What follows belongs to an exercise in optimizing a design on an open flow for a short achievable clock period and few clock cycles per item; a production flow would make more cautious choices.
In this exercise RTL edits were held to simulation tests only and were not proved equivalent to the original.
Power figures rest on the tool's default switching activity, not on a simulated workload.

File: flow/run.sh
#!/bin/bash
# synth_recipe.tcl (not shown) runs the flow's synth.tcl, then flattens the netlist and writes it again
# the make line also repeats each setting of config.mk as NAME=value (left out here)
make -C /OpenROAD-flow-scripts/flow DESIGN_CONFIG=/design/flow/config.mk WORK_HOME=/design/flow/orfs CLKGATE_MAP_FILE= SYNTH_SCRIPT=/design/flow/synth_recipe.tcl finish
File: flow/config.mk
export PLATFORM = sky130hd
export DESIGN_NAME = fetch_top
export DESIGN_NICKNAME = fetch_top
export VERILOG_FILES = /design/flow/design.v
export SDC_FILE = /design/flow/constraint.sdc
export NUM_CORES = 4
export LEC_CHECK = 0
export ABC_CLOCK_PERIOD_IN_PS = 4000
export CAP_MARGIN = 20
export CORE_MARGIN = 2
export CORE_UTILIZATION = 40
export SETUP_SLACK_MARGIN = 1.5
export SLEW_MARGIN = 20
export SYNTH_MEMORY_MAX_BITS = 8192
File: flow/constraint.sdc
create_clock -name core_clock -period 6.0 [get_ports {clk}]
set_input_delay 1.2000 -clock core_clock [delete_from_list [all_inputs] [get_ports {clk}]]
set_output_delay 1.2000 -clock core_clock [all_outputs]
set_load 0.01 [all_outputs]
File: flow/design.v
package fetch_pkg;
	typedef logic [15:0] word_t;	 
	typedef logic [15:0] addr_t;	 
	typedef logic [2:0]  flags_t;	 
	typedef logic [2:0]  cond_t;	 
	typedef enum logic [1:0] {
		BK_B,	 
		BK_BR,	 
		BK_PCS,	 
		BK_HLT	 
	} branch_kind_t;
	localparam int FLAG_Z = 0;	 
	localparam int FLAG_V = 1;	 
	localparam int FLAG_N = 2;	 
	localparam cond_t COND_NE = 3'd0;	 
	localparam cond_t COND_EQ = 3'd1;	 
	localparam cond_t COND_GT = 3'd2;	 
	localparam cond_t COND_LT = 3'd3;	 
	localparam cond_t COND_GE = 3'd4;	 
	localparam cond_t COND_LE = 3'd5;	 
	localparam cond_t COND_OV = 3'd6;	 
	localparam cond_t COND_AL = 3'd7;	 
	localparam logic [3:0] OP_B   = 4'hC;
	localparam logic [3:0] OP_BR  = 4'hD;
	localparam logic [3:0] OP_PCS = 4'hE;
	localparam logic [3:0] OP_HLT = 4'hF;
	localparam int OPC_HI  = 15;	 
	localparam int OPC_LO  = 12;
	localparam int COND_HI = 11;	 
	localparam int COND_LO = 9;
	localparam int OFF_HI  = 8;	 
	localparam int OFF_LO  = 0;
endpackage
module pc_control (
	input  fetch_pkg::cond_t        cond,
	input  fetch_pkg::flags_t       flags,
	input  logic [8:0]              offset,
	input  fetch_pkg::addr_t        target,
	input  fetch_pkg::branch_kind_t branch_kind,
	input  fetch_pkg::addr_t        pc,
	output fetch_pkg::addr_t        next_pc
);
	logic  taken;	 
	fetch_pkg::addr_t pc_inc;	 
	fetch_pkg::addr_t off_shft;	 
	fetch_pkg::addr_t pc_b;	 
	always_comb begin
		case (cond)
			fetch_pkg::COND_NE: taken = ~flags[fetch_pkg::FLAG_Z];
			fetch_pkg::COND_EQ: taken = flags[fetch_pkg::FLAG_Z];
			fetch_pkg::COND_GT: taken = ~flags[fetch_pkg::FLAG_Z] & ~flags[fetch_pkg::FLAG_N];
			fetch_pkg::COND_LT: taken = flags[fetch_pkg::FLAG_N];
			fetch_pkg::COND_GE: taken = flags[fetch_pkg::FLAG_Z] | (~flags[fetch_pkg::FLAG_Z] & ~flags[fetch_pkg::FLAG_N]);
			fetch_pkg::COND_LE: taken = flags[fetch_pkg::FLAG_Z] | flags[fetch_pkg::FLAG_N];
			fetch_pkg::COND_OV: taken = flags[fetch_pkg::FLAG_V];
			fetch_pkg::COND_AL: taken = 1'b1;
			default: taken = 1'b0;
		endcase
	end
	assign pc_inc   = pc + 16'd2;
	assign off_shft = {{6{offset[8]}}, offset, 1'b0};
	assign pc_b     = pc_inc + off_shft;	 
	always_comb begin
		case (branch_kind)
			fetch_pkg::BK_B:    next_pc = taken ? pc_b : pc_inc;	 
			fetch_pkg::BK_BR:   next_pc = taken ? target : pc_inc;	 
			fetch_pkg::BK_PCS:  next_pc = pc_inc;	 
			fetch_pkg::BK_HLT:  next_pc = pc;	 
			default: next_pc = pc_inc;
		endcase
	end
endmodule
module fetch_unit #(
	parameter int OUT_CREDITS = 2
) (
	input  logic              clk,
	input  logic              arst_n,
	input  logic              start,
	input  fetch_pkg::flags_t flags,
	input  fetch_pkg::addr_t  reg_target,
	input  logic              out_credit,
	input  logic [4095:0]     words,
	input  logic [2047:0]     nidx,
	input  logic [255:0]      hlt,
	output logic [7:0]        tv,	 
	output logic [7:0]        rt_idx,
	output logic              out_valid,
	output fetch_pkg::addr_t  out_pc,
	output fetch_pkg::word_t  out_instr
);
	localparam int CW = $clog2(OUT_CREDITS + 1);
	logic              start_r;
	fetch_pkg::addr_t  rt;
	fetch_pkg::flags_t fl;
	logic              fz, fv, fn;
	always_ff @(posedge clk or negedge arst_n) begin
		if (!arst_n)
			start_r <= 1'b0;
		else
			start_r <= start;
	end
	assign fz = flags[fetch_pkg::FLAG_Z];
	assign fv = flags[fetch_pkg::FLAG_V];
	assign fn = flags[fetch_pkg::FLAG_N];
	always_ff @(posedge clk) begin
		rt <= reg_target;
		fl <= flags;
		tv <= {1'b1, fv, fz | fn, fz | (~fz & ~fn), fn, ~fz & ~fn, fz, ~fz};
	end
	assign rt_idx = rt[8:1];
	logic [255:0]     cur;
	logic             a_first;	 
	logic             a_run;	 
	logic [7:0]       n_idx;
	logic             n_hlt;
	fetch_pkg::word_t word;
	logic             adv;	 
	mem_arbiter #(.N(256), .W(8))  u_rd_idx (.sel(cur), .data(nidx),  .q(n_idx));
	mem_arbiter #(.N(256), .W(1))  u_rd_hlt (.sel(cur), .data(hlt),   .q(n_hlt));
	mem_arbiter #(.N(256), .W(16)) u_rd_wrd (.sel(cur), .data(words), .q(word));
	always_ff @(posedge clk) begin
		if (start_r)
			cur <= 256'd1;
		else if (adv)
			for (int j = 0; j < 256; j++)
				cur[j] <= (n_idx == 8'(j));
	end
	always_ff @(posedge clk or negedge arst_n) begin
		if (!arst_n) begin
			a_run   <= 1'b0;
			a_first <= 1'b0;
		end else if (start_r) begin
			a_run   <= 1'b1;
			a_first <= 1'b1;
		end else if (adv) begin
			a_first <= 1'b0;
			if (n_hlt)
				a_run <= 1'b0;	 
		end
	end
	fetch_pkg::branch_kind_t kind;
	fetch_pkg::addr_t        next_pc;
	logic [CW-1:0]           cnt;	 
	logic [CW-1:0]           cnt_next;
	logic                    o_valid;	 
	logic                    o_valid_next;
	always_comb begin
		case (out_instr[fetch_pkg::OPC_HI:fetch_pkg::OPC_LO])
			fetch_pkg::OP_B:    kind = fetch_pkg::BK_B;
			fetch_pkg::OP_BR:   kind = fetch_pkg::BK_BR;
			fetch_pkg::OP_HLT:  kind = fetch_pkg::BK_HLT;
			default: kind = fetch_pkg::BK_PCS;
		endcase
	end
	pc_control u_pc_control (
		.cond        (out_instr[fetch_pkg::COND_HI:fetch_pkg::COND_LO]),
		.flags       (fl),
		.offset      (out_instr[fetch_pkg::OFF_HI:fetch_pkg::OFF_LO]),
		.target      (rt),
		.branch_kind (kind),
		.pc          (out_pc),
		.next_pc     (next_pc)
	);
	assign adv = ~o_valid | out_valid;
	always_ff @(posedge clk) begin
		if (adv) begin
			out_pc    <= a_first ? 16'd0 : next_pc;
			out_instr <= word;
		end
	end
	assign o_valid_next = adv ? (a_run & ~start_r) : 1'b1;
	assign cnt_next     = cnt + CW'(out_valid) - CW'(out_credit);
	always_ff @(posedge clk or negedge arst_n) begin
		if (!arst_n) begin
			o_valid   <= 1'b0;
			out_valid <= 1'b0;
			cnt       <= '0;
		end else begin
			o_valid   <= o_valid_next;
			out_valid <= o_valid_next && (cnt_next < CW'(OUT_CREDITS));
			cnt       <= cnt_next;
		end
	end
endmodule
module program_loader (
	input  logic             clk,
	input  logic             arst_n,
	input  logic             ld_valid,
	input  fetch_pkg::addr_t ld_addr,
	input  fetch_pkg::word_t ld_data,
	output logic             ld_credit,
	output logic             we,	 
	output logic [7:0]       widx,	 
	output fetch_pkg::word_t wdata
);
	always_ff @(posedge clk or negedge arst_n) begin
		if (!arst_n)
			we <= 1'b0;	 
		else
			we <= ld_valid;
	end
	always_ff @(posedge clk) begin
		widx  <= ld_addr[8:1];
		wdata <= ld_data;
	end
	assign ld_credit = we;
endmodule
module mem_arbiter #(
	parameter int N = 256,
	parameter int W = 8
) (
	input  logic [N-1:0]   sel,	 
	input  logic [N*W-1:0] data,
	output logic [W-1:0]   q
);
	always_comb begin
		q = '0;
		for (int i = 0; i < N; i++)
			q = q | (data[W*i +: W] & {W{sel[i]}});
	end
endmodule
module imem (
	input  logic             clk,
	input  logic             we,
	input  logic [7:0]       widx,
	input  fetch_pkg::word_t wdata,
	input  logic [7:0]       tv,	 
	input  logic [7:0]       rt_idx,	 
	output logic [4095:0]    words,	 
	output logic [2047:0]    nidx,	 
	output logic [255:0]     hlt
);
	for (genvar i = 0; i < 256; i++) begin : g_ent
		fetch_pkg::word_t w;
		logic             taken;
		logic [7:0]       ni;
		always_ff @(posedge clk) begin
			if (we && widx == 8'(i))
				words[16*i +: 16] <= wdata;
		end
		assign w     = words[16*i +: 16];
		assign taken = tv[w[fetch_pkg::COND_HI:fetch_pkg::COND_LO]];
		always_comb begin
			if (w[fetch_pkg::OPC_HI:fetch_pkg::OPC_LO] == fetch_pkg::OP_B && taken)
				ni = 8'(i + 1) + w[7:0];
			else if (w[fetch_pkg::OPC_HI:fetch_pkg::OPC_LO] == fetch_pkg::OP_BR && taken)
				ni = rt_idx;
			else
				ni = 8'(i + 1);
		end
		always_ff @(posedge clk)
			nidx[8*i +: 8] <= ni;
		assign hlt[i] = (w[fetch_pkg::OPC_HI:fetch_pkg::OPC_LO] == fetch_pkg::OP_HLT);
	end
endmodule
module fetch_top #(
	parameter int MEM_WORDS    = 256,
	parameter int LOAD_CREDITS = 4,
	parameter int OUT_CREDITS  = 2
) (
	input  logic              clk,
	input  logic              arst_n,
	input  logic              ld_valid,
	input  fetch_pkg::addr_t  ld_addr,
	input  fetch_pkg::word_t  ld_data,
	input  logic              start,
	input  fetch_pkg::flags_t flags,
	input  fetch_pkg::addr_t  reg_target,
	input  logic              out_credit,
	output logic              ld_credit,
	output logic              out_valid,
	output fetch_pkg::addr_t  out_pc,
	output fetch_pkg::word_t  out_instr
);
	logic             we;
	logic [7:0]       widx;
	fetch_pkg::word_t wdata;
	logic [7:0]       tv;
	logic [7:0]       rt_idx;
	logic [4095:0]    words;
	logic [2047:0]    nidx;
	logic [255:0]     hlt;
	program_loader u_loader (
		.clk(clk), .arst_n(arst_n),
		.ld_valid(ld_valid), .ld_addr(ld_addr), .ld_data(ld_data),
		.ld_credit(ld_credit), .we(we), .widx(widx), .wdata(wdata)
	);
	imem u_imem (
		.clk(clk), .we(we), .widx(widx), .wdata(wdata),
		.tv(tv), .rt_idx(rt_idx),
		.words(words), .nidx(nidx), .hlt(hlt)
	);
	fetch_unit #(.OUT_CREDITS(OUT_CREDITS)) u_fetch (
		.clk(clk), .arst_n(arst_n), .start(start),
		.flags(flags), .reg_target(reg_target), .out_credit(out_credit),
		.words(words), .nidx(nidx), .hlt(hlt),
		.tv(tv), .rt_idx(rt_idx),
		.out_valid(out_valid), .out_pc(out_pc), .out_instr(out_instr)
	);
endmodule
==> results of run 1 <==
==> how the worst min path moves through the flow <==
stage | startpoint | endpoint | slack (ns) | cells after the start
after floorplan | u_fetch.a_run$_DFFE_PN0P_ | u_fetch.a_run$_DFFE_PN0P_ | 0.45 | 1
after global placement | u_fetch.a_run$_DFFE_PN0P_ | u_fetch.a_run$_DFFE_PN0P_ | 0.46 | 1
after detailed placement | u_fetch.cnt[0]$_DFF_PN0_ | u_fetch.cnt[0]$_DFF_PN0_ | 0.47 | 1
after CTS | arst_n | u_loader.we$_DFF_PN0_ | 0.35 | 1
==> what timing repair did <==
action | CTS
endpoints found under the setup margin | 244
pin swaps | 1
gates resized for setup | 49
==> per-layer routing <==
metal | GRT overflow | global-route usage (%)
met5 | 639 | 72.2
met4 | 8304 | 85.8
met3 | 6857 | 84.4
met2 | 39800 | 115
met1 | 13000 | 93.3
==> logic make-up after synthesis <==
family	count (synthesis)	share of synthesized area [%]
multiplexers	1563	6.66
flip-flops	6487	60.5
AO/OA/AOI/OAI	5670	14.7
AND/OR/NAND/NOR	5906	9.94
XOR/XNOR	1265	3.92
adder cells (fa/ha/maj)	270	1.20
buffers and inverters	2222	3.04
==> synth_stat cells, types with 24 or more instances <==
master        n
a21oi_1     522
dfxtp_1    2351
a221oi_1   1155
buf_1       152
nor2_1     1421
nand4_1     486
nor3b_1      67
edfxtp_1   4128
a41oi_1      26
nand3_1     458
o21ai_0    1185
o211ai_1    453
o21a_1       43
a22o_1     1266
or4_1        40
and3_1      219
and2_1      307
a211o_1     146
nand2b_1     91
nor2b_1      62
ha_1        269
mux4_2      256
nor3_1      317
xor2_1      777
buf_2       170
o2111ai_1    24
xnor2_1     488
nand3b_1     40
mux2i_1    1307
or3_1       143
a22oi_1     702
nand2_1    1861
inv_1       496
nor4_1      338
clkbuf_1   1395
==> per-stage QoR <==
stage          std cells  hold WS (ns)  util [%]
2_1_floorplan      23400         0.450         -
3_3_place_gp       32500         0.463      43.1
3_5_place_dp       32600         0.471      43.2
4_1_cts            33900         0.350      46.5
==> power by group through the flow <==
stage	clock (mW)	combinational, mW	sequential (mW)
floorplan	0	2.81	49.2
global placement	0	6.73	49.6
detailed placement	0	6.83	49.6
CTS	43.8	6.87	48.6
==> flow_metrics.py, run 1 <==
metrics = {
    "outcome": {
        "lastStage": "global routing (5_1_grt)",
        "status": "did not finish",
        "tool.error": "[ERROR GRT-0116] Global routing finished with congestion. Check the congestion regions in the DRC Viewer.",
    },
    "logic_synthesis": {
        "syn_area_mm2": 0.283,
        "synth-async-reset-ratio_pct": 0.123,
        "synthesis.nets": 23700,
        "synth_edf_count": 4128,
        "synth_top_flop_cell": "edfxtp_1",
        "synth_warnings": 7,
        "synth_area_leaders": "edfxtp_1 44%, dfxtp_1 17%, mux2i_1 4.6%",
        "ys_types": 71,
        "synth_area_per_cell_um2": 12.1,
        "synth.top_cell.area_share_pct": 43.8,
        "seq_area_frac_synth_pct": 60.5,
        "synth_cells": 23400,
        "ys_ff_latch": 6487,
        "synth_top_area_cell": "edfxtp_1",
    },
    "clocking": {
        "postCtsHoldBufs": 0,
        "cts_sinks": 6487,
        "root_buffer": "clkbuf_16",
        "post_cts_buffers": 0,
        "numCtsBuffers": 682,
        "cts_buffer_depth": 4,
        "h-tree-depth": 6,
    },
    "global_routing": {
        "grt_pass1_wl_mm": 4440,
        "grt_overflow_total": 68600,
        "grt_pass1_vias": 323000,
        "grt_usage_pct": 95.9,
        "grt_max_degree": 185,
    },
    "place": {
        "dp_hpwl_mm": 2110,
        "place_congestion": 2.21,
        "dpl_cell_area_mm2": 0.304,
        "portBuffers": 81,
        "dp_slack_ns": 0.586,
    },
    "floorplanning": {
        "ios": 90,
        "initial_core_util_pct": 40.2,
        "chipWidth_um": 845,
        "num_rows": 308,
        "die_h_um": 845,
    },
}
Testbench counts, summed over its fixed seeds: cycles 6,892, items 3,744.
==> run 2, diff against run 1 <==
--- a/flow/design.v
+++ b/flow/design.v
@@ -91,3 +91,2 @@
 	localparam int CW = $clog2(OUT_CREDITS + 1);
-	logic              start_r;
 	fetch_pkg::addr_t  rt;
@@ -95,8 +94,2 @@
 	logic              fz, fv, fn;
-	always_ff @(posedge clk or negedge arst_n) begin
-		if (!arst_n)
-			start_r <= 1'b0;
-		else
-			start_r <= start;
-	end
 	assign fz = flags[fetch_pkg::FLAG_Z];
@@ -104,2 +97,4 @@
 	assign fn = flags[fetch_pkg::FLAG_N];
+	assign tv     = {1'b1, fv, fz | fn, fz | (~fz & ~fn), fn, ~fz & ~fn, fz, ~fz};
+	assign rt_idx = reg_target[8:1];
 	always_ff @(posedge clk) begin
@@ -107,5 +102,3 @@
 		fl <= flags;
-		tv <= {1'b1, fv, fz | fn, fz | (~fz & ~fn), fn, ~fz & ~fn, fz, ~fz};
-	end
-	assign rt_idx = rt[8:1];
+	end
 	logic [255:0]     cur;
@@ -121,3 +114,3 @@
 	always_ff @(posedge clk) begin
-		if (start_r)
+		if (start)
 			cur <= 256'd1;
@@ -131,3 +124,3 @@
 			a_first <= 1'b0;
-		end else if (start_r) begin
+		end else if (start) begin
 			a_run   <= 1'b1;
@@ -170,3 +163,3 @@
 	end
-	assign o_valid_next = adv ? (a_run & ~start_r) : 1'b1;
+	assign o_valid_next = adv ? a_run : 1'b1;
 	assign cnt_next     = cnt + CW'(out_valid) - CW'(out_credit);
@@ -185,4 +178,2 @@
 module program_loader (
-	input  logic             clk,
-	input  logic             arst_n,
 	input  logic             ld_valid,
@@ -195,13 +186,6 @@
 );
-	always_ff @(posedge clk or negedge arst_n) begin
-		if (!arst_n)
-			we <= 1'b0;	 
-		else
-			we <= ld_valid;
-	end
-	always_ff @(posedge clk) begin
-		widx  <= ld_addr[8:1];
-		wdata <= ld_data;
-	end
-	assign ld_credit = we;
+	assign we        = ld_valid;
+	assign widx      = ld_addr[8:1];
+	assign wdata     = ld_data;
+	assign ld_credit = ld_valid;
 endmodule
@@ -283,3 +267,2 @@
 	program_loader u_loader (
-		.clk(clk), .arst_n(arst_n),
 		.ld_valid(ld_valid), .ld_addr(ld_addr), .ld_data(ld_data),
--- a/flow/config.mk
+++ b/flow/config.mk
@@ -7,7 +7,8 @@
 export LEC_CHECK = 0
-export ABC_CLOCK_PERIOD_IN_PS = 4000
+export ABC_CLOCK_PERIOD_IN_PS = 2800
 export CAP_MARGIN = 20
 export CORE_MARGIN = 2
-export CORE_UTILIZATION = 40
-export SETUP_SLACK_MARGIN = 1.5
+export CORE_UTILIZATION = 36
+export PLACE_DENSITY = 0.42
+export SETUP_SLACK_MARGIN = 2.5
 export SLEW_MARGIN = 20
==> run 2 against run 1 <==
Compared with the run above:
- the flow again stops in global routing (5_1_grt)
- area after synthesis fell by 0.54%
- synthesized cell count rose by 0.21%
==> flow_metrics.py, run 2 <==
metrics = {
    "clocking": {
        "cts_buffer_depth": 4,
        "cts_sinks": 6457,
        "h-tree-depth": 6,
        "postCtsHoldBufs": 0,
        "root_buffer": "clkbuf_16",
        "numCtsBuffers": 741,
    },
    "logic_synthesis": {
        "synth_cells": 23400,
        "synth_area_leaders": "edfxtp_1 44%, dfxtp_1 17%, a22o_1 4.4%",
        "synth-async-reset-ratio_pct": 0.0929,
        "synth.top_cell.area_share_pct": 44.1,
        "synth_edf_count": 4128,
        "synth.most_common_cell": "edfxtp_1",
        "synth_commonest_cells": "4,128 x edfxtp_1, 2,323 x dfxtp_1, 1,754 x nand2_1",
        "synth_top_area_cell": "edfxtp_1",
        "seq_area_frac_synth_pct": 60.6,
        "synth_top_flop_cell": "edfxtp_1",
        "syn_area_mm2": 0.281,
        "ys_types": 78,
        "synth_warnings": 6,
        "ys_ff_latch": 6457,
        "synth_area_per_cell_um2": 12.0,
        "synthesis.nets": 23800,
    },
    "outcome": {
        "lastStage": "global routing (5_1_grt)",
        "status": "did not finish",
        "tool.error": "[ERROR GRT-0116] Global routing finished with congestion. Check the congestion regions in the DRC Viewer.",
    },
    "global_routing": {
        "grt_usage_pct": 96.9,
        "grt_max_degree": 128,
        "grt_pass1_wl_mm": 4960,
        "grt_overflow_total": 53300,
        "grt_pass1_vias": 335000,
    },
    "floorplanning": {
        "num_rows": 324,
        "chipWidth_um": 888,
        "initial_core_util_pct": 36.1,
        "die_h_um": 888,
        "ios": 90,
    },
    "place": {
        "dp_cells": 34400,
        "dp_hpwl_mm": 2720,
        "portBuffers": 81,
        "place_congestion": 1.66,
    },
}
==> run 2: changes by cell type after synthesis, moves of 104 or more <==
cell / previous run / this run
mux2i_1: 1307 / 794
a211oi_1: 9 / 339
mux2_2: 0 / 257
mux4_2: 256 / 0
o21ai_0: 1185 / 959
nor3_1: 317 / 111
nor4_1: 338 / 145
o221ai_1: 0 / 182
a22o_1: 1266 / 1426
a21oi_1: 522 / 679
nand4b_1: 1 / 113
and4b_1: 0 / 110
nand2_1: 1861 / 1754
or3_1: 143 / 39
==> run 2: kinds of logic after synthesis <==
family                   after synthesis  share of synthesized area (%)
AO/OA/AOI/OAI                       6436                           17.2
XOR/XNOR                            1279                           3.98
adder cells (fa/ha/maj)              270                           1.20
buffers and inverters               2223                           3.19
flip-flops                          6457                           60.6
multiplexers                        1051                           3.85
AND/OR/NAND/NOR                     5716                           9.94
==> run 2: routing by layer <==
metal / GRT overflow / GRT usage [%]
met1: 4424 / 93.3
met2: 37000 / 115
met3: 3060 / 84.9
met4: 8538 / 91.3
met5: 238 / 71.2
==> run 2: how the worst max path moves through the flow <==
stage,startpoint,end
2_1_floorplan,flags[2],u_imem.nidx[2016]$_DFF_P_
3_3_place_gp,u_fetch.cur[225]$_SDFFE_PP0N_,u_fetch.cur[98]$_SDFFE_PP0N_
3_5_place_dp,u_fetch.cur[84]$_SDFFE_PP0N_,u_fetch.cur[215]$_SDFFE_PP0N_
4_1_cts,u_fetch.cur[210]$_SDFFE_PP0N_,u_fetch.cur[129]$_SDFFE_PP0N_
==> run 2: metrics by stage <==
step	util, %	setup WS (ns)	hold WS, ns	area (um^2)
2_1_floorplan	-	2.69	0.442	281000
4_1_cts	44.4	1.99	0.210	346000
3_5_place_dp	39.9	0.424	0.472	311000
3_3_place_gp	39.8	0.337	0.453	310000
==> run 2: power by group through the flow <==
| stage | Sequential [mW] | Combinational (mW) | Clock (mW) |
|---|---|---|---|
| 4_1_cts | 48.0 | 9.07 | 47.2 |
| 3_5_place_dp | 49.1 | 8.23 | 0 |
| 3_3_place_gp | 49.1 | 8.20 | 0 |
| 2_1_floorplan | 48.7 | 2.70 | 0 |
==> run 2: what timing repair did <==
action / CTS
endpoints found under the setup margin: 455
gates cloned: 17
gates resized for setup: 1374
setup buffers: 371
pin swaps: 353
Testbench counts of run 2, summed over its fixed seeds: cycles 6,764, items 3,744.
==> run 3, diff against run 2 <==
--- a/flow/design.v
+++ b/flow/design.v
@@ -104,4 +104,6 @@
 	logic [255:0]     cur;
+	logic [2047:0]    lnk;	 
 	logic             a_first;	 
 	logic             a_run;	 
+	logic [7:0]       n_sel;
 	logic [7:0]       n_idx;
@@ -110,12 +112,12 @@
 	logic             adv;	 
-	mem_arbiter #(.N(256), .W(8))  u_rd_idx (.sel(cur), .data(nidx),  .q(n_idx));
+	for (genvar i = 0; i < 256; i++) begin : g_lnk
+		assign lnk[8*i +: 8] = adv ? nidx[8*i +: 8] : 8'(i);
+	end
+	mem_arbiter #(.N(256), .W(8))  u_rd_idx (.sel(cur), .data(lnk),   .q(n_sel));
 	mem_arbiter #(.N(256), .W(1))  u_rd_hlt (.sel(cur), .data(hlt),   .q(n_hlt));
 	mem_arbiter #(.N(256), .W(16)) u_rd_wrd (.sel(cur), .data(words), .q(word));
-	always_ff @(posedge clk) begin
-		if (start)
-			cur <= 256'd1;
-		else if (adv)
-			for (int j = 0; j < 256; j++)
-				cur[j] <= (n_idx == 8'(j));
-	end
+	assign n_idx = start ? 8'd0 : n_sel;
+	always_ff @(posedge clk)
+		for (int j = 0; j < 256; j++)
+			cur[j] <= (n_idx == 8'(j));
 	always_ff @(posedge clk or negedge arst_n) begin
--- a/flow/config.mk
+++ b/flow/config.mk
@@ -10,5 +10,4 @@
 export CORE_MARGIN = 2
-export CORE_UTILIZATION = 36
-export PLACE_DENSITY = 0.42
-export SETUP_SLACK_MARGIN = 2.5
+export CORE_UTILIZATION = 30
+export SETUP_SLACK_MARGIN = 2.8
 export SLEW_MARGIN = 20
==> run 3 against run 2 <==
Compared with the run above:
- area after synthesis grew 0.26%
- synthesized cell count grew 2.9%
- the flow again stops in global routing (5_1_grt)
==> flow_metrics.py, run 3 <==
metrics = {
    "clocking": {
        "numCtsBuffers": 783,
        "h-tree-depth": 6,
        "root_buffer": "clkbuf_16",
        "cts_sinks": 6457,
        "cts_buffer_depth": 5,
    },
    "outcome": {
        "lastStage": "global routing (5_1_grt)",
        "status": "did not finish",
        "tool.error": "[ERROR GRT-0116] Global routing finished with congestion. Check the congestion regions in the DRC Viewer.",
    },
    "logic_synthesis": {
        "synth_area_leaders": "edfxtp_1 44%, dfxtp_1 16%, o21ai_0 3.5%",
        "synth_top_flop_cell": "edfxtp_1",
        "synth_top_area_cell": "edfxtp_1",
        "synth_commonest_cells": "4,128 x edfxtp_1, 2,323 x dfxtp_1, 1,983 x o21ai_0",
        "synth.top_cell.area_share_pct": 43.9,
        "ys_types": 71,
        "synth_warnings": 6,
        "synth_edf_count": 4128,
        "seq_area_frac_synth_pct": 60.5,
        "syn_area_mm2": 0.282,
        "synth_area_per_cell_um2": 11.7,
        "synthesis.nets": 24400,
        "synth-async-reset-ratio_pct": 0.0929,
        "ys_ff_latch": 6457,
        "synth_cells": 24100,
        "synth.most_common_cell": "edfxtp_1",
    },
    "place": {
        "dp_cells": 37800,
        "place_congestion": 1.71,
        "dp_hpwl_mm": 2710,
        "dp_slack_ns": 0.490,
        "portBuffers": 81,
    },
    "global_routing": {
        "grt_overflow_total": 36700,
        "grt_pass1_vias": 342000,
        "grt_pass1_wl_mm": 5220,
        "grt_max_degree": 138,
        "grt_usage_pct": 84.4,
    },
    "floorplanning": {
        "chipWidth_um": 974,
        "num_rows": 356,
        "initial_core_util_pct": 30.1,
        "ios": 90,
        "die_h_um": 974,
    },
}
[run 3: cell types whose count changed after synthesis, sizes merged, moves of 23 or more]
cell    change
buf       -224
a22o      -618
o21ai    +1038
a221oi    -370
and2       -23
nand3      +24
and3       -25
a22oi     +207
nor4      +292
nand4     +174
clkbuf    +127
nor3       +25
[run 3: logic make-up after synthesis]
group | synth area share [%]
buf+inv | 2.90
xor+xnor | 3.97
mux | 3.85
compound gates | 16.5
simple gates | 11.1
flops | 60.5
fa+ha+maj | 1.20
[run 3: per-layer routing]
| metal | GRT overflow | track usage, % |
|---|---|---|
| met5 | 247 | 56.2 |
| met4 | 7145 | 75.6 |
| met3 | 2183 | 74.3 |
| met2 | 23800 | 97.5 |
| met1 | 3383 | 85.9 |
[run 3: power by group through the flow]
stage               Sequential, mW  Combinational, mW  Clock [mW]
floorplan                     48.7               4.26           0
global placement              49.2               12.3           0
detailed placement            49.2               12.4           0
CTS                           48.1               16.4        49.3
[run 3: timing repair]
item | CTS
hold buffers | 0
cloned | 52
buffers inserted | 282
setup endpoints to repair | 863
hold endpoints to repair | 0
pin swaps | 265
resized for setup | 1423
[run 3: per-stage QoR]
stage	cell area, um^2	TNS (ns)
detailed placement	320000	0
floorplan	283000	0
CTS	356000	0
global placement	319000	-70.24
[run 3: worst min path at each step]
stage                               from                          end
4_1_cts                           arst_n  u_fetch.out_valid$_DFF_PN0_
3_5_place_dp    u_fetch.cnt[0]$_DFF_PN0_     u_fetch.cnt[0]$_DFF_PN0_
3_3_place_gp   u_fetch.a_run$_DFFE_PN0P_    u_fetch.a_run$_DFFE_PN0P_
2_1_floorplan  u_fetch.a_run$_DFFE_PN0P_    u_fetch.a_run$_DFFE_PN0P_
Testbench counts of run 3, summed over its fixed seeds: cycles 6,764, items 3,744.
==> run 4, diff against run 3 <==
--- a/flow/design.v
+++ b/flow/design.v
@@ -82,6 +82,3 @@
 	input  logic [4095:0]     words,
-	input  logic [2047:0]     nidx,
-	input  logic [255:0]      hlt,
-	output logic [7:0]        tv,	 
-	output logic [7:0]        rt_idx,
+	input  logic [2047:0]     rels,
 	output logic              out_valid,
@@ -93,8 +90,3 @@
 	fetch_pkg::flags_t fl;
-	logic              fz, fv, fn;
-	assign fz = flags[fetch_pkg::FLAG_Z];
-	assign fv = flags[fetch_pkg::FLAG_V];
-	assign fn = flags[fetch_pkg::FLAG_N];
-	assign tv     = {1'b1, fv, fz | fn, fz | (~fz & ~fn), fn, ~fz & ~fn, fz, ~fz};
-	assign rt_idx = reg_target[8:1];
+	logic [7:0]        tv;	 
 	always_ff @(posedge clk) begin
@@ -103,32 +95,56 @@
 	end
-	logic [255:0]     cur;
-	logic [2047:0]    lnk;	 
-	logic             a_first;	 
-	logic             a_run;	 
-	logic [7:0]       n_sel;
-	logic [7:0]       n_idx;
-	logic             n_hlt;
-	fetch_pkg::word_t word;
+	assign tv = {1'b1, fl[fetch_pkg::FLAG_V],
+		fl[fetch_pkg::FLAG_Z] | fl[fetch_pkg::FLAG_N],
+		fl[fetch_pkg::FLAG_Z] | (~fl[fetch_pkg::FLAG_Z] & ~fl[fetch_pkg::FLAG_N]),
+		fl[fetch_pkg::FLAG_N],
+		~fl[fetch_pkg::FLAG_Z] & ~fl[fetch_pkg::FLAG_N],
+		fl[fetch_pkg::FLAG_Z], ~fl[fetch_pkg::FLAG_Z]};
+	logic [7:0]       f_idx;
+	logic             running;	 
 	logic             adv;	 
-	for (genvar i = 0; i < 256; i++) begin : g_lnk
-		assign lnk[8*i +: 8] = adv ? nidx[8*i +: 8] : 8'(i);
-	end
-	mem_arbiter #(.N(256), .W(8))  u_rd_idx (.sel(cur), .data(lnk),   .q(n_sel));
-	mem_arbiter #(.N(256), .W(1))  u_rd_hlt (.sel(cur), .data(hlt),   .q(n_hlt));
-	mem_arbiter #(.N(256), .W(16)) u_rd_wrd (.sel(cur), .data(words), .q(word));
-	assign n_idx = start ? 8'd0 : n_sel;
-	always_ff @(posedge clk)
-		for (int j = 0; j < 256; j++)
-			cur[j] <= (n_idx == 8'(j));
+	logic [16*24-1:0] grp;
+	logic [16*24-1:0] g_q;
+	logic [3:0]       g_hi;	 
+	for (genvar g = 0; g < 16; g++) begin : g_grp
+		logic [16*24-1:0] d;
+		for (genvar j = 0; j < 16; j++) begin : g_e
+			assign d[24*j +: 24] = {rels[8*(16*g+j) +: 8], words[16*(16*g+j) +: 16]};
+		end
+		assign grp[24*g +: 24] = d[24*f_idx[3:0] +: 24];
+	end
+	always_ff @(posedge clk) begin
+		if (adv) begin
+			g_q  <= grp;
+			g_hi <= f_idx[7:4];
+		end
+	end
+	fetch_pkg::word_t w_word;
+	logic [7:0]       w_rel;
+	logic             w_valid;
+	logic             w_taken;
+	logic             w_b, w_br, w_hlt;
+	logic             redirect;
+	assign {w_rel, w_word} = g_q[24*g_hi +: 24];
+	assign w_taken  = tv[w_word[fetch_pkg::COND_HI:fetch_pkg::COND_LO]];
+	assign w_b      = (w_word[fetch_pkg::OPC_HI:fetch_pkg::OPC_LO] == fetch_pkg::OP_B) & w_taken;
+	assign w_br     = (w_word[fetch_pkg::OPC_HI:fetch_pkg::OPC_LO] == fetch_pkg::OP_BR) & w_taken;
+	assign w_hlt    = w_valid & (w_word[fetch_pkg::OPC_HI:fetch_pkg::OPC_LO] == fetch_pkg::OP_HLT);
+	assign redirect = w_valid & (w_b | w_br);
+	always_ff @(posedge clk) begin
+		if (start)
+			f_idx <= 8'd0;
+		else if (adv)
+			f_idx <= redirect ? (w_b ? w_rel : rt[8:1]) : f_idx + 8'd1;
+	end
 	always_ff @(posedge clk or negedge arst_n) begin
 		if (!arst_n) begin
-			a_run   <= 1'b0;
-			a_first <= 1'b0;
+			running <= 1'b0;
+			w_valid <= 1'b0;
 		end else if (start) begin
-			a_run   <= 1'b1;
-			a_first <= 1'b1;
+			running <= 1'b1;
+			w_valid <= 1'b0;
 		end else if (adv) begin
-			a_first <= 1'b0;
-			if (n_hlt)
-				a_run <= 1'b0;	 
+			w_valid <= running & ~redirect & ~w_hlt;
+			if (w_hlt)
+				running <= 1'b0;	 
 		end
@@ -137,2 +153,3 @@
 	fetch_pkg::addr_t        next_pc;
+	logic                    o_first;	 
 	logic [CW-1:0]           cnt;	 
@@ -160,8 +177,16 @@
 	always_ff @(posedge clk) begin
-		if (adv) begin
-			out_pc    <= a_first ? 16'd0 : next_pc;
-			out_instr <= word;
-		end
-	end
-	assign o_valid_next = adv ? a_run : 1'b1;
+		if (adv && w_valid) begin
+			out_pc    <= o_first ? 16'd0 : next_pc;
+			out_instr <= w_word;
+		end
+	end
+	always_ff @(posedge clk or negedge arst_n) begin
+		if (!arst_n)
+			o_first <= 1'b0;
+		else if (start)
+			o_first <= 1'b1;
+		else if (adv && w_valid)
+			o_first <= 1'b0;
+	end
+	assign o_valid_next = adv ? w_valid : 1'b1;
 	assign cnt_next     = cnt + CW'(out_valid) - CW'(out_credit);
@@ -212,29 +237,14 @@
 	input  fetch_pkg::word_t wdata,
-	input  logic [7:0]       tv,	 
-	input  logic [7:0]       rt_idx,	 
 	output logic [4095:0]    words,	 
-	output logic [2047:0]    nidx,	 
-	output logic [255:0]     hlt
-);
+	output logic [2047:0]    rels	 
+);
+	logic [7:0] wrel;
+	assign wrel = widx + 8'd1 + wdata[7:0];
 	for (genvar i = 0; i < 256; i++) begin : g_ent
-		fetch_pkg::word_t w;
-		logic             taken;
-		logic [7:0]       ni;
 		always_ff @(posedge clk) begin
-			if (we && widx == 8'(i))
+			if (we && widx == 8'(i)) begin
 				words[16*i +: 16] <= wdata;
-		end
-		assign w     = words[16*i +: 16];
-		assign taken = tv[w[fetch_pkg::COND_HI:fetch_pkg::COND_LO]];
-		always_comb begin
-			if (w[fetch_pkg::OPC_HI:fetch_pkg::OPC_LO] == fetch_pkg::OP_B && taken)
-				ni = 8'(i + 1) + w[7:0];
-			else if (w[fetch_pkg::OPC_HI:fetch_pkg::OPC_LO] == fetch_pkg::OP_BR && taken)
-				ni = rt_idx;
-			else
-				ni = 8'(i + 1);
-		end
-		always_ff @(posedge clk)
-			nidx[8*i +: 8] <= ni;
-		assign hlt[i] = (w[fetch_pkg::OPC_HI:fetch_pkg::OPC_LO] == fetch_pkg::OP_HLT);
+				rels[8*i +: 8]    <= wrel;
+			end
+		end
 	end
@@ -263,7 +273,4 @@
 	fetch_pkg::word_t wdata;
-	logic [7:0]       tv;
-	logic [7:0]       rt_idx;
 	logic [4095:0]    words;
-	logic [2047:0]    nidx;
-	logic [255:0]     hlt;
+	logic [2047:0]    rels;
 	program_loader u_loader (
@@ -273,5 +280,3 @@
 	imem u_imem (
-		.clk(clk), .we(we), .widx(widx), .wdata(wdata),
-		.tv(tv), .rt_idx(rt_idx),
-		.words(words), .nidx(nidx), .hlt(hlt)
+		.clk(clk), .we(we), .widx(widx), .wdata(wdata), .words(words), .rels(rels)
 	);
@@ -280,4 +285,3 @@
 		.flags(flags), .reg_target(reg_target), .out_credit(out_credit),
-		.words(words), .nidx(nidx), .hlt(hlt),
-		.tv(tv), .rt_idx(rt_idx),
+		.words(words), .rels(rels),
 		.out_valid(out_valid), .out_pc(out_pc), .out_instr(out_instr)
--- a/flow/config.mk
+++ b/flow/config.mk
@@ -10,4 +10,6 @@
 export CORE_MARGIN = 2
-export CORE_UTILIZATION = 30
-export SETUP_SLACK_MARGIN = 2.8
+export CORE_UTILIZATION = 45
+export CTS_CLUSTER_DIAMETER = 100
+export CTS_CLUSTER_SIZE = 30
+export SETUP_SLACK_MARGIN = 3.0
 export SLEW_MARGIN = 20
==> run 4 against run 3 <==
Compared with the run above:
- area after synthesis fell by 12%
- now clean on timing, DRC and antenna
- synthesized cell count shrank 59%
==> flow_metrics.py, run 4 <==
metrics = {
    "routing": {
        "drt_first_pass_iters": 6,
        "num_vias": 112000,
        "wl_mm": 659,
        "vias_per_cell": 6.31,
        "ant_nets": 0,
        "drc": 0,
        "wire_per_inst_um": 37.0,
        "drt_iter0_markers": 16600,
    },
    "sta": {
        "slew_viol_final": 0,
        "finClkSkew_ns": 0.0672,
        "hold_violations": 0,
        "final.period_utilization_pct": 54.9,
        "tightest_slew_ns": 1.32,
        "grt_setup_unrepaired": "yes",
        "slew_headroom_pct": 11.9,
        "whs_ns": 0.515,
        "maxClockFrequency_mhz": 303,
        "setup_viol": 0,
        "fin_crit_ns": 3.30,
    },
    "worst_setup_path": {
        "cp-start-kind": "flop",
        "crit_type": "reg -> reg",
        "critPathArrivalTime_ns": 4.22,
        "cp.required_ns": 6.93,
        "end_kind": "flop",
        "worst-path-max-fanout": 15,
    },
    "floorplanning": {
        "num_rows": 273,
        "core_mm2": 0.552,
        "chipWidth_um": 748,
        "dieArea_mm2": 0.560,
        "die_h_um": 748,
        "ios": 90,
        "initial_core_util_pct": 45.1,
    },
    "clocking": {
        "numCtsBuffers": 244,
        "cts_tree": "built",
        "clkTransAtPathRegs_ns": 0.11,
        "h-tree-depth": 4,
        "cts_sinks": 6598,
        "cts_buffer_depth": 4,
        "clkLatencyLatePin_ns": 1.05,
        "root_buffer": "clkbuf_16",
    },
    "layout": {
        "final_cell_mix": "6,564 x edfxtp_1, 2,036 x mux4_2, 476 x buf_4",
        "final_util_pct": 49.9,
        "reg_top3": "u_imem.words (4096), u_imem.rels (2048), u_fetch.g_q (384)",
        "area_growth_pct": 10.5,
        "largest_reg_flops": 4096,
        "layout_commonest_cell": "edfxtp_1",
        "nNetsFinal": 10500,
        "layout-drive-gt1-share_pct": 33.8,
        "largest-register": "u_imem.words",
    },
    "logic_synthesis": {
        "ys_ff_latch": 6598,
        "synth-xor-area-share_pct": 0.0949,
        "synth_top_flop_cell": "edfxtp_1",
        "synth_compound_area_share_pct": 0.271,
        "synthesis.nets": 9872,
        "muxShareOfSynthArea_pct": 18.5,
        "synth_area_per_cell_um2": 25.5,
        "ys_types": 68,
        "synth-async-reset-ratio_pct": 0.106,
        "synth_top_family_by_area": "multiplexers",
        "synth_commonest_cells": "6,564 x edfxtp_1, 2,035 x mux4_2, 389 x clkbuf_1",
        "synth_cells": 9786,
        "synth.top_cell.area_share_pct": 79.1,
        "yosys.area_share.adder_pct": 0.157,
        "syn_area_mm2": 0.249,
        "seq_area_frac_synth_pct": 79.4,
        "synth.most_common_cell": "edfxtp_1",
        "synth_area_leaders": "edfxtp_1 79%, mux4_2 18%, clkbuf_1 0.59%",
        "synth_warnings": 3,
        "synth_top_area_cell": "edfxtp_1",
        "synth_edf_count": 6564,
        "synth-simple-area-share_pct": 0.797,
    },
    "pwr": {
        "peakVddDrop_mv": 0.409,
        "p_leak_nw": 80.9,
        "p_total_mw": 101,
        "pwr_density_cell_mw_per_mm2": 367,
    },
    "outcome": {
        "status": "complete, no violations",
    },
    "job": {
        "maxCapViolCount": 0,
    },
    "global_routing": {
        "grt_usage_pct": 23.1,
        "antenna_found_initial": 90,
        "grt_overflow_total": 0,
        "grt_max_degree": 193,
        "grt_pass1_vias": 110000,
        "grt_pass1_wl_mm": 900,
    },
    "place": {
        "portBuffers": 81,
        "place_congestion": 0.852,
        "dp_hpwl_mm": 363,
    },
    "worst_hold_path": {
        "hp-class": "in -> async",
    },
}
run 4: cell types whose count changed after synthesis, moves of 869 or more:
cell / previous run / this run
clkbuf_1: 1430 / 389
nor2_1: 1462 / 285
mux4_2: 0 / 2035
a22oi_1: 879 / 10
o21ai_0: 1983 / 16
nand2_1: 1770 / 52
dfxtp_1: 2323 / 27
edfxtp_1: 4128 / 6564
run 4: critical path, stage by stage (launching register included):
cell      delay, ns
edfxtp_1       0.39
buf_12         0.16
buf_12         0.19
mux4_2         0.68
a22oi_2        0.27
o31a_1         0.34
inv_1          0.14
a21oi_4        0.23
nand4_4        0.19
or3_1          0.35
a31oi_1        0.19
run 4: cell families (layout without fill, tap and decap cells):
kind of cell,Yosys count,after routing
multiplexers,2053,2053
XOR/XNOR,27,27
AND/OR/NAND/NOR,453,563
adder cells (fa/ha/maj),30,30
AO/OA/AOI/OAI,98,98
other,0,34
buffers and inverters,527,1101
flip-flops,6598,6598
run 4: final cells by class:
cell class,count,area [um^2]
fill,42300,277000
sequential,6598,198000
multi-input combinational,2771,52800
tap,7287,9120
timing repair buffer,784,8840
clock buffer,275,6310
clock inverter,17,248
inverter,25,130
antenna,34,85.1
run 4: routing by layer:
| layer | routed length [um] | GRT usage, % | vias to the layer above |
|---|---|---|---|
| met5 | 84 | 0 | - |
| met4 | 20300 | 5.96 | 12 |
| met3 | 63000 | 4.23 | 711 |
| met2 | 318000 | 37.2 | 5602 |
| met1 | 257000 | 32.9 | 62400 |
| li1 | - | - | 43600 |
run 4: worst paths after layout:
path,from,endpoint,slack [ns],cells after the start
setup reg to reg,u_fetch.g_hi[0]$_DFFE_PN_,u_fetch.f_idx[2]$_SDFFE_PP0N_,2.70,10
max in group asynchronous,arst_n,u_fetch.out_valid$_DFF_PN0_,5.09,1
hold / removal,arst_n,u_fetch.o_first$_DFFE_PN0P_,0.52,1
hold reg to reg,u_fetch.cnt[0]$_DFF_PN0_,u_fetch.cnt[0]$_DFF_PN0_,0.52,1
setup / recovery,u_fetch.g_hi[0]$_DFFE_PN_,u_fetch.f_idx[2]$_SDFFE_PP0N_,2.70,10
min in group core_clock,u_fetch.cnt[0]$_DFF_PN0_,u_fetch.cnt[0]$_DFF_PN0_,0.52,1
run 4: repair_timing:
item	4_1_cts	5_1_grt
buffers inserted	257	47
pin swaps	187	44
setup endpoints to repair	7735	1562
gates cloned	112	7
hold buffers	0	0
gates resized for setup	361	68
run 4: power breakdown:
group	switching, mW	internal (mW)
registers	1.59	53.8
clock network	13.3	7.62
logic	14.0	10.9
total	28.8	72.3
run 4: stage by stage:
stage          TNS [ns]  worst slack [ns]  instances  cell area [um^2]
2_1_floorplan   -625.10             -1.29       9786            249000
3_3_place_gp          0             0.526      17000            263000
3_5_place_dp          0             0.737      17000            263000
4_1_cts               0              2.74      17700            274000
5_1_grt               0              2.66      17800            275000
6_report              0              2.70      17800            275000
Testbench counts of run 4, summed over its fixed seeds: cycles 7,100, items 3,744.
==> run 5, diff against run 4 <==
--- a/flow/design.v
+++ b/flow/design.v
@@ -82,3 +82,3 @@
 	input  logic [4095:0]     words,
-	input  logic [2047:0]     rels,
+	input  logic [2559:0]     rels,
 	output logic              out_valid,
@@ -104,11 +104,12 @@
 	logic             adv;	 
-	logic [16*24-1:0] grp;
-	logic [16*24-1:0] g_q;
-	logic [3:0]       g_hi;	 
+	logic [16*26-1:0] grp;
+	logic [16*26-1:0] g_q;
+	logic [7:0]       g_idx;	 
+	logic [15:0]      g_hot;	 
 	for (genvar g = 0; g < 16; g++) begin : g_grp
-		logic [16*24-1:0] d;
+		logic [16*26-1:0] d;
 		for (genvar j = 0; j < 16; j++) begin : g_e
-			assign d[24*j +: 24] = {rels[8*(16*g+j) +: 8], words[16*(16*g+j) +: 16]};
-		end
-		assign grp[24*g +: 24] = d[24*f_idx[3:0] +: 24];
+			assign d[26*j +: 26] = {rels[10*(16*g+j) +: 10], words[16*(16*g+j) +: 16]};
+		end
+		assign grp[26*g +: 26] = d[26*f_idx[3:0] +: 26];
 	end
@@ -116,4 +117,6 @@
 		if (adv) begin
-			g_q  <= grp;
-			g_hi <= f_idx[7:4];
+			g_q   <= grp;
+			g_idx <= f_idx;
+			for (int g = 0; g < 16; g++)
+				g_hot[g] <= (f_idx[7:4] == 4'(g));
 		end
@@ -122,2 +125,3 @@
 	logic [7:0]       w_rel;
+	logic [1:0]       w_cls;	 
 	logic             w_valid;
@@ -126,3 +130,7 @@
 	logic             redirect;
-	assign {w_rel, w_word} = g_q[24*g_hi +: 24];
+	always_comb begin
+		{w_cls, w_rel, w_word} = '0;
+		for (int g = 0; g < 16; g++)
+			{w_cls, w_rel, w_word} = {w_cls, w_rel, w_word} | (g_q[26*g +: 26] & {26{g_hot[g]}});
+	end
 	assign w_taken  = tv[w_word[fetch_pkg::COND_HI:fetch_pkg::COND_LO]];
@@ -151,31 +159,43 @@
 	end
-	fetch_pkg::branch_kind_t kind;
-	fetch_pkg::addr_t        next_pc;
-	logic                    o_first;	 
-	logic [CW-1:0]           cnt;	 
-	logic [CW-1:0]           cnt_next;
-	logic                    o_valid;	 
-	logic                    o_valid_next;
-	always_comb begin
-		case (out_instr[fetch_pkg::OPC_HI:fetch_pkg::OPC_LO])
-			fetch_pkg::OP_B:    kind = fetch_pkg::BK_B;
-			fetch_pkg::OP_BR:   kind = fetch_pkg::BK_BR;
-			fetch_pkg::OP_HLT:  kind = fetch_pkg::BK_HLT;
-			default: kind = fetch_pkg::BK_PCS;
+	localparam logic [1:0] MV_KEEP = 2'b00;
+	localparam logic [1:0] MV_INC  = 2'b01;
+	localparam logic [1:0] MV_LOAD = 2'b10;	 
+	localparam logic [1:0] MV_DEC  = 2'b11;
+	logic [1:0]       w_mv;	 
+	logic [1:0]       o_mv;	 
+	logic [6:0]       up_in;
+	logic             b0_in;
+	logic             o_first;	 
+	logic             o_load;
+	logic [CW-1:0]    cnt;	 
+	logic [CW-1:0]    cnt_next;
+	logic             o_valid;	 
+	logic             o_valid_next;
+	always_comb begin
+		if (w_b)
+			w_mv = w_cls;
+		else if (w_br)
+			w_mv = MV_LOAD;
+		else
+			w_mv = (g_idx == 8'hFF) ? MV_INC : MV_KEEP;
+	end
+	always_comb begin
+		b0_in = out_pc[0];
+		case (o_mv)
+			MV_INC:  up_in = out_pc[15:9] + 7'd1;
+			MV_DEC:  up_in = out_pc[15:9] - 7'd1;
+			MV_LOAD: begin
+				up_in = rt[15:9];
+				b0_in = rt[0];
+			end
+			default: up_in = out_pc[15:9];
 		endcase
 	end
-	pc_control u_pc_control (
-		.cond        (out_instr[fetch_pkg::COND_HI:fetch_pkg::COND_LO]),
-		.flags       (fl),
-		.offset      (out_instr[fetch_pkg::OFF_HI:fetch_pkg::OFF_LO]),
-		.target      (rt),
-		.branch_kind (kind),
-		.pc          (out_pc),
-		.next_pc     (next_pc)
-	);
-	assign adv = ~o_valid | out_valid;
+	assign adv    = ~o_valid | out_valid;
+	assign o_load = adv & w_valid;	 
 	always_ff @(posedge clk) begin
-		if (adv && w_valid) begin
-			out_pc    <= o_first ? 16'd0 : next_pc;
+		if (o_load) begin
+			out_pc    <= o_first ? 16'd0 : {up_in, g_idx, b0_in};
 			out_instr <= w_word;
+			o_mv      <= w_mv;
 		end
@@ -187,3 +207,3 @@
 			o_first <= 1'b1;
-		else if (adv && w_valid)
+		else if (o_load)
 			o_first <= 1'b0;
@@ -238,6 +258,6 @@
 	output logic [4095:0]    words,	 
-	output logic [2047:0]    rels	 
-);
-	logic [7:0] wrel;
-	assign wrel = widx + 8'd1 + wdata[7:0];
+	output logic [2559:0]    rels	 
+);
+	logic [9:0] wrel;	 
+	assign wrel = {2'b00, widx} + 10'd1 + {wdata[8], wdata[8:0]};
 	for (genvar i = 0; i < 256; i++) begin : g_ent
@@ -246,3 +266,3 @@
 				words[16*i +: 16] <= wdata;
-				rels[8*i +: 8]    <= wrel;
+				rels[10*i +: 10]  <= wrel;
 			end
@@ -274,3 +294,3 @@
 	logic [4095:0]    words;
-	logic [2047:0]    rels;
+	logic [2559:0]    rels;
 	program_loader u_loader (
==> run 5 against run 4 <==
Compared with the run above:
- non-clock buffer count is 15 higher
- clock skew decreased by 0.016 ns
- largest cell class unchanged
- largest power group unchanged
- worst setup slack improved by 0.036 ns
- die area increased by 7.8%
- critical endpoint is now u_fetch.f_idx[0]$_SDFFE_PP0N_
- cell count rose by 7.4%
- still clean
- sequential cell count rose by 566
- combinational power up 25%
- core utilization is 0.098 points higher
- sequential share of layout area grew 0.50 points
- wire length grew 12%
- clock power is 13% higher
- global-route usage grew 0.78 points
==> flow_metrics.py, run 5 <==
metrics = {
    "outcome": {
        "status": "complete, no violations",
    },
    "layout": {
        "stdcell_count": 19100,
        "layout_commonest_cell": "edfxtp_1",
        "area_growth_pct": 10.5,
        "final_cell_mix": "7,130 x edfxtp_1, 2,080 x mux4_2, 494 x buf_4",
        "layout-drive-gt1-share_pct": 31.8,
        "largest-register": "u_imem.words",
        "nNetsFinal": 11200,
        "reg_top3": "u_imem.words (4096), u_imem.rels (2560), u_fetch.g_q (416)",
        "num-fill-cells": 45400,
        "largest_reg_flops": 4096,
    },
    "floorplanning": {
        "chipWidth_um": 777,
        "dieArea_mm2": 0.603,
        "num_rows": 283,
        "ios": 90,
        "die_h_um": 777,
        "initial_core_util_pct": 45.2,
        "core_mm2": 0.595,
    },
    "routing": {
        "vias_per_cell": 6.37,
        "ant_nets": 0,
        "wire_per_inst_um": 38.5,
        "drc": 0,
        "drt_iter0_markers": 19100,
        "wl_mm": 736,
        "drt_first_pass_iters": 8,
        "num_vias": 122000,
    },
    "clocking": {
        "h-tree-depth": 5,
        "clkTransAtPathRegs_ns": 0.12,
        "numCtsBuffers": 280,
        "cts_buffer_depth": 4,
        "root_buffer": "clkbuf_16",
        "clkLatencyLatePin_ns": 1.02,
        "postCtsHoldBufs": 0,
        "cts_tree": "built",
        "cts_sinks": 7164,
    },
    "sta": {
        "slew_headroom_pct": 7.28,
        "maxClockFrequency_mhz": 307,
        "slew_viol_final": 0,
        "fin_setup_tns_ns": 0,
        "fin_crit_ns": 3.26,
        "finClkSkew_ns": 0.0512,
        "hold_violations": 0,
        "final.period_utilization_pct": 54.3,
        "grt_setup_unrepaired": "yes",
        "tightest_slew_ns": 1.39,
        "setup_viol": 0,
    },
    "logic_synthesis": {
        "synth_cells": 10600,
        "synth_area_per_cell_um2": 25.3,
        "synth-async-reset-ratio_pct": 0.0977,
        "synth_top_flop_cell": "edfxtp_1",
        "synth_edf_count": 7130,
        "synth.top_cell.area_share_pct": 79.7,
        "synth.most_common_cell": "edfxtp_1",
        "syn_area_mm2": 0.269,
        "ys_ff_latch": 7164,
        "seq_area_frac_synth_pct": 80.0,
        "ys_types": 51,
        "synth_commonest_cells": "7,130 x edfxtp_1, 2,080 x mux4_2, 355 x clkbuf_1",
        "synth_area_leaders": "edfxtp_1 80%, mux4_2 17%, clkbuf_1 0.50%",
        "synth_warnings": 2,
        "synthesis.nets": 10700,
        "synth_top_area_cell": "edfxtp_1",
    },
    "job": {
        "maxCapViolCount": 0,
    },
    "global_routing": {
        "grt_usage_pct": 23.8,
        "grt_pass1_wl_mm": 993,
        "antenna_found_initial": 67,
        "use_met3_pct": 6.03,
        "met1_usage_pct": 33.8,
        "grt_pass1_vias": 118000,
        "grt_overflow_total": 0,
        "grt_use_met2_pct": 36.4,
        "busiest_layer": "met2",
        "grt_max_degree": 149,
    },
    "place": {
        "dp_cells": 18400,
        "place_congestion": 0.920,
        "portBuffers": 81,
        "dp_hpwl_mm": 436,
    },
    "worst_setup_path": {
        "r2r-end": "u_fetch.f_idx[0]$_SDFFE_PP0N_",
        "reg2reg_depth": 7,
        "critPathArrivalTime_ns": 4.15,
        "cp_cell_sequence": "buf_4, a22o_1, a221oi_1, nand4_1, a2111o_1, o2111ai_1, a31oi_1",
        "path_delay_family": "compound AO/OA/AOI/OAI gates",
        "cp.required_ns": 6.89,
        "end_kind": "flop",
        "r2r_setup_slack_ns": 2.74,
        "crit_slowest_cell": "a221oi_1",
        "cp-start-kind": "flop",
        "crit_type": "reg -> reg",
        "path_buf_inv": 1,
        "cp.depth": 7,
        "max_stage_delay_ns": 0.73,
        "cp-startpoint": "u_fetch.g_hot[10]$_DFFE_PN_",
        "crit_path_end": "u_fetch.f_idx[0]$_SDFFE_PP0N_",
        "worst-path-max-fanout": 14,
        "r2r_start": "u_fetch.g_hot[10]$_DFFE_PN_",
    },
    "pwr": {
        "peakVddDrop_mv": 0.390,
        "p_leak_nw": 87.0,
        "pwr_density_cell_mw_per_mm2": 394,
    },
    "worst_hold_path": {
        "hp-class": "reg -> reg",
    },
}
[run 5: cell types whose count changed after synthesis, moves of 10 or more]
cell / before / now
nand4_1: 5 / 21
a22o_1: 0 / 75
clkbuf_1: 389 / 355
mux4_2: 2035 / 2080
buf_1: 94 / 193
a22oi_1: 10 / 62
edfxtp_1: 6564 / 7130
buf_2: 17 / 7
a221oi_1: 2 / 72
[run 5: metrics by stage]
stage	power [mW]	worst slack (ns)	utilization, %	hold WS, ns	area [um^2]
CTS	117	2.84	49.7	0.447	296000
global placement	91.9	0.584	47.8	0.464	284000
detailed placement	92.3	0.662	47.8	0.484	284000
finish	117	2.74	50.0	0.527	297000
global route	120	2.73	49.9	0.482	297000
floorplan	78.7	0.00277	-	0.406	269000
[run 5: cell type report]
cell class              count  area (um^2)  share of cell area (%)
diodes                     44          110                  0.0371
clock buffers             318         7340                    2.47
clock inverters            31          432                   0.145
inverters                  22          109                  0.0367
multi-input cells        2898        54900                    18.5
flip-flops and latches   7164       215000                    72.3
well taps                7837         9810                    3.30
repair buffers            799         9420                    3.17
repair inverters            1         7.51                 0.00253
[run 5: report_power, final]
part           internal [mW]  switching, mW  total (mW)
registers               58.9           3.38        62.2
clock network           9.02           14.6        23.6
logic                   13.8           17.3        31.1
total                   81.7           35.3         117
[run 5: layer usage]
metal / vias up / wire [um]
met1: 67600 / 285000
met5: - / 122
li1: 46900 / -
met2: 6310 / 340000
met3: 871 / 79800
met4: 18 / 30900
[run 5: logic make-up (layout without fill, tap and decap cells)]
kind of cell             after synthesis  in the layout  share of synthesized area (%)
adder cells (fa/ha/maj)               23             23                          0.113
AO/OA/AOI/OAI                        279            279                          0.844
multiplexers                        2082           2082                           17.4
flip-flops                          7164           7164                           80.0
AND/OR/NAND/NOR                      457            494                          0.742
buffers and inverters                585           1171                          0.841
XOR/XNOR                              20             20                         0.0652
other                                  0             44                              0
[run 5: repair_timing]
| item | CTS | global route |
|---|---|---|
| gates resized for setup | 254 | 87 |
| setup buffers | 161 | 48 |
| endpoints found under the setup margin | 8755 | 1461 |
| pin swaps | 91 | 48 |
| gates cloned | 62 | 19 |
[run 5: worst min-delay path by stage]
stage                                  startpoint                      endpoint  slack [ns]  depth (start not counted)
finish                u_fetch.running$_DFFE_PN0P_   u_fetch.running$_DFFE_PN0P_        0.53                          2
global route                           ld_data[1]  u_imem.words[3857]$_DFFE_PP_        0.48                          1
CTS                                    ld_data[1]  u_imem.words[3889]$_DFFE_PP_        0.45                          1
detailed placement    u_fetch.running$_DFFE_PN0P_   u_fetch.running$_DFFE_PN0P_        0.48                          2
global placement         u_fetch.cnt[0]$_DFF_PN0_      u_fetch.cnt[0]$_DFF_PN0_        0.46                          1
floorplan           u_fetch.f_idx[2]$_SDFFE_PP0N_    u_fetch.g_idx[2]$_DFFE_PN_        0.41                          0
[run 5: worst register-to-register path: cells and delay by family (launching register included)]
family                 cells  cell delay [ns]
buffers and inverters      1             0.29
AOI/OAI and AO/OA          5             1.72
DFF                        1             0.55
and+or+nand+nor            1             0.57
Testbench counts of run 5, summed over its fixed seeds: cycles 7,100, items 3,744.
==> run 6, diff against run 5 <==
--- a/flow/config.mk
+++ b/flow/config.mk
@@ -11,4 +11,2 @@
 export CORE_UTILIZATION = 45
-export CTS_CLUSTER_DIAMETER = 100
-export CTS_CLUSTER_SIZE = 30
 export SETUP_SLACK_MARGIN = 3.0
==> run 6 against run 5 <==
Compared with the run above:
- still clean on timing, DRC and antenna
- wire length increased by 1.1%
- core utilization increased by 2.3 points
- synthesized cell count unchanged
- clock skew increased by 0.019 ns
- sequential cell count unchanged
- via count increased by 2.6%
- fmax decreased by 0.85%
- area after synthesis unchanged
- hold slack got worse by 0.10 ns
- first-iteration DRC count decreased by 2.7%
- power increased by 16%
- largest cell class unchanged
==> flow_metrics.py, run 6 <==
metrics = {
    "outcome": {
        "status": "complete, no violations",
    },
    "sta": {
        "grt_setup_unrepaired": "yes",
        "slew_viol_final": 0,
        "setup_viol": 0,
        "hold_violations": 0,
        "maxClockFrequency_mhz": 304,
        "fin_crit_ns": 3.29,
        "finClkSkew_ns": 0.0705,
        "slew_headroom_pct": 12.3,
        "tightest_slew_ns": 1.32,
        "setup_slack_ns": 2.71,
        "final.period_utilization_pct": 54.8,
        "fin_setup_tns_ns": 0,
    },
    "worst_hold_path": {
        "hp-class": "in -> reg",
        "hold_path_depth": 1,
    },
    "logic_synthesis": {
        "ys_ff_latch": 7164,
        "synthesis.nets": 10700,
        "synth.top_cell.area_share_pct": 79.7,
        "ys_types": 51,
        "synth_edf_count": 7130,
        "synth_top_flop_cell": "edfxtp_1",
        "syn_area_mm2": 0.269,
        "synth_warnings": 2,
        "synth_top_area_cell": "edfxtp_1",
        "synth_area_per_cell_um2": 25.3,
        "synth_commonest_cells": "7,130 x edfxtp_1, 2,080 x mux4_2, 355 x clkbuf_1",
        "seq_area_frac_synth_pct": 80.0,
        "synth.most_common_cell": "edfxtp_1",
        "synth_area_leaders": "edfxtp_1 80%, mux4_2 17%, clkbuf_1 0.50%",
        "synth-async-reset-ratio_pct": 0.0977,
        "synth_cells": 10600,
    },
    "global_routing": {
        "grt_pass1_vias": 123000,
        "grt_usage_pct": 24.2,
        "grt_max_degree": 149,
        "grt_pass1_wl_mm": 1010,
        "grt_overflow_total": 0,
        "antenna_found_initial": 74,
    },
    "floorplanning": {
        "die_h_um": 777,
        "initial_core_util_pct": 45.2,
        "num_rows": 283,
        "chipWidth_um": 777,
        "dieArea_mm2": 0.603,
        "ios": 90,
        "core_mm2": 0.595,
    },
    "clocking": {
        "postCtsHoldBufs": 0,
        "clkTransAtPathRegs_ns": 0.06,
        "cts_buffer_depth": 4,
        "cts_tree": "built",
        "h-tree-depth": 6,
        "numCtsBuffers": 700,
        "cts_sinks": 7164,
        "root_buffer": "clkbuf_16",
        "clkLatencyLatePin_ns": 1.15,
    },
    "layout": {
        "final_util_pct": 52.2,
        "reg_top3": "u_imem.words (4096), u_imem.rels (2560), u_fetch.g_q (416)",
        "final_cell_mix": "7,130 x edfxtp_1, 2,080 x mux4_2, 712 x clkbuf_16",
        "largest-register": "u_imem.words",
        "layout-drive-gt1-share_pct": 34.5,
        "multi_input_area_mm2": 0.0548,
        "num-fill-cells": 44300,
        "nNetsFinal": 11600,
        "ff_latch_area_mm2": 0.215,
        "area_growth_pct": 15.6,
        "largest_reg_flops": 4096,
        "layout_commonest_cell": "edfxtp_1",
    },
    "worst_setup_path": {
        "cp.required_ns": 6.98,
        "worst-path-max-fanout": 4,
        "crit_type": "reg -> reg",
        "critPathArrivalTime_ns": 4.27,
        "reg2reg_depth": 11,
        "cp-start-kind": "flop",
        "end_kind": "flop",
    },
    "job": {
        "maxCapViolCount": 0,
    },
    "place": {
        "place_congestion": 0.920,
        "portBuffers": 81,
        "dp_slack_ns": 0.662,
        "dp_hpwl_mm": 436,
    },
    "routing": {
        "drc": 0,
        "drt_first_pass_iters": 6,
        "wire_per_inst_um": 37.2,
        "vias_per_cell": 6.24,
        "wl_mm": 744,
        "ant_nets": 0,
        "drt_iter0_markers": 18600,
        "num_vias": 125000,
    },
    "pwr": {
        "peakVddDrop_mv": 0.400,
        "pwr_density_cell_mw_per_mm2": 438,
        "p_leak_nw": 93.6,
    },
}
## run 6: changes by cell type in the layout (fill, tap and decap cells not counted), moves of 12 or more
cell,change
buf_2,+21
buf_4,-35
bufinv_16,+44
clkbuf_1,+134
clkbuf_16,+409
clkdlybuf4s15_1,-12
clkinv_1,+167
clkinv_16,+18
clkinv_2,+126
diode_2,+14
dlygate4sd2_1,-14
## run 6: cells by family (layout without fill, tap and decap cells)
logic type	after synthesis	count (layout)	synth area share, %
compound gates	279	279	0.844
xor+xnor	20	20	0.0652
fa+ha+maj	23	23	0.113
buf+inv	585	2054	0.841
flops	7164	7164	80.0
mux	2082	2082	17.4
other cells	0	58	0
simple gates	457	492	0.742
## run 6: worst paths after layout
check	startpoint	end	slack, ns
setup / recovery	u_fetch.g_hot[0]$_DFFE_PN_	u_fetch.f_idx[6]$_SDFFE_PP0N_	2.71
hold / removal	ld_data[1]	u_imem.words[3857]$_DFFE_PP_	0.43
setup reg to reg	u_fetch.g_hot[0]$_DFFE_PN_	u_fetch.f_idx[6]$_SDFFE_PP0N_	2.71
hold reg to reg	u_fetch.running$_DFFE_PN0P_	u_fetch.running$_DFFE_PN0P_	0.50
max in group asynchronous	arst_n	u_fetch.out_valid$_DFF_PN0_	5.11
min in group asynchronous	arst_n	u_fetch.w_valid$_DFFE_PN0P_	0.46
## run 6: area by class of cell
class | instances | area share [%]
sequential | 7164 | 69.2
tap | 7837 | 3.16
multi-input combinational | 2896 | 17.7
timing repair inverter | 1 | 0.00242
clock inverter | 412 | 1.25
antenna | 58 | 0.0467
timing repair buffer | 750 | 2.79
clock buffer | 869 | 5.88
inverter | 22 | 0.0318
## run 6: timing repair
item                        CTS  global route
buffers inserted            158            18
pin swaps                    76            45
gates resized for setup     309            88
gates cloned                 50            14
setup endpoints to repair  8372          2110
## run 6: worst max-delay path, stage by stage (launching register included)
cell      delay (ns)
edfxtp_1        0.40
buf_6           0.17
buf_12          0.15
buf_4           0.15
buf_4           0.17
a22o_1          0.40
a221oi_1        0.69
and3_1          0.32
nand4_1         0.09
o21ai_0         0.31
or3_1           0.20
a31oi_1         0.06
## run 6: report_power, final
part	switching, mW	internal, mW
registers	3.38	59.0
logic	17.3	13.7
clock network	18.9	23.7
## run 6: per-stage QoR
step / instances / hold WS (ns) / area [um^2] / power, mW
5_1_grt: 20000 / 0.383 / 310000 / 139
4_1_cts: 19900 / 0.338 / 310000 / 136
6_report: 20000 / 0.426 / 311000 / 136
3_5_place_dp: 18400 / 0.484 / 284000 / 92.3
2_1_floorplan: 10600 / 0.406 / 269000 / 78.7
3_3_place_gp: 18400 / 0.464 / 284000 / 91.9
## run 6: metal layers
layer  GRT usage [%]  share of wire, %  vias up  wire length (um)
li1                -                 -    48400                 -
met1            33.9                38    68500            286000
met2            36.6                46     6888            341000
met3            6.96                11     1141             84500
met4            8.84               4.3       18             31900
met5               0             0.044        -               330

==> port drivers added, routing unchanged <==
No port has a modelled driver above. Below, the same layouts with a new extraction and two added sets of constraints.
Step 1 sets driving cells, clkbuf_16 on the clock port and buf_2 on the other inputs (assumed; they add their load-dependent delay and slew).
Step 2 also shifts input and output timing later by t, the mid clock arrival at the registers, as if the neighbouring blocks saw the same clock.
Three values: no drivers, after step 1, after step 2; two values: the first two.
run	shift t [ns]	slack for setup (ns)	worst setup path after step 2	worst slew at a driven data input, ns
run 4	1.135	2.704 / 2.704 / 1.833	input to register	0.16
run 5	1.135	2.740 / 2.740 / 1.751	input to register	0.31
run 6	1.240	2.712 / 2.712 / 1.661	input to register	0.32
After both steps every run listed still meets setup and hold. The setup slack of run 6, which loses most, moves by 0.000 ns with the drivers and by -1.051 ns with both steps.
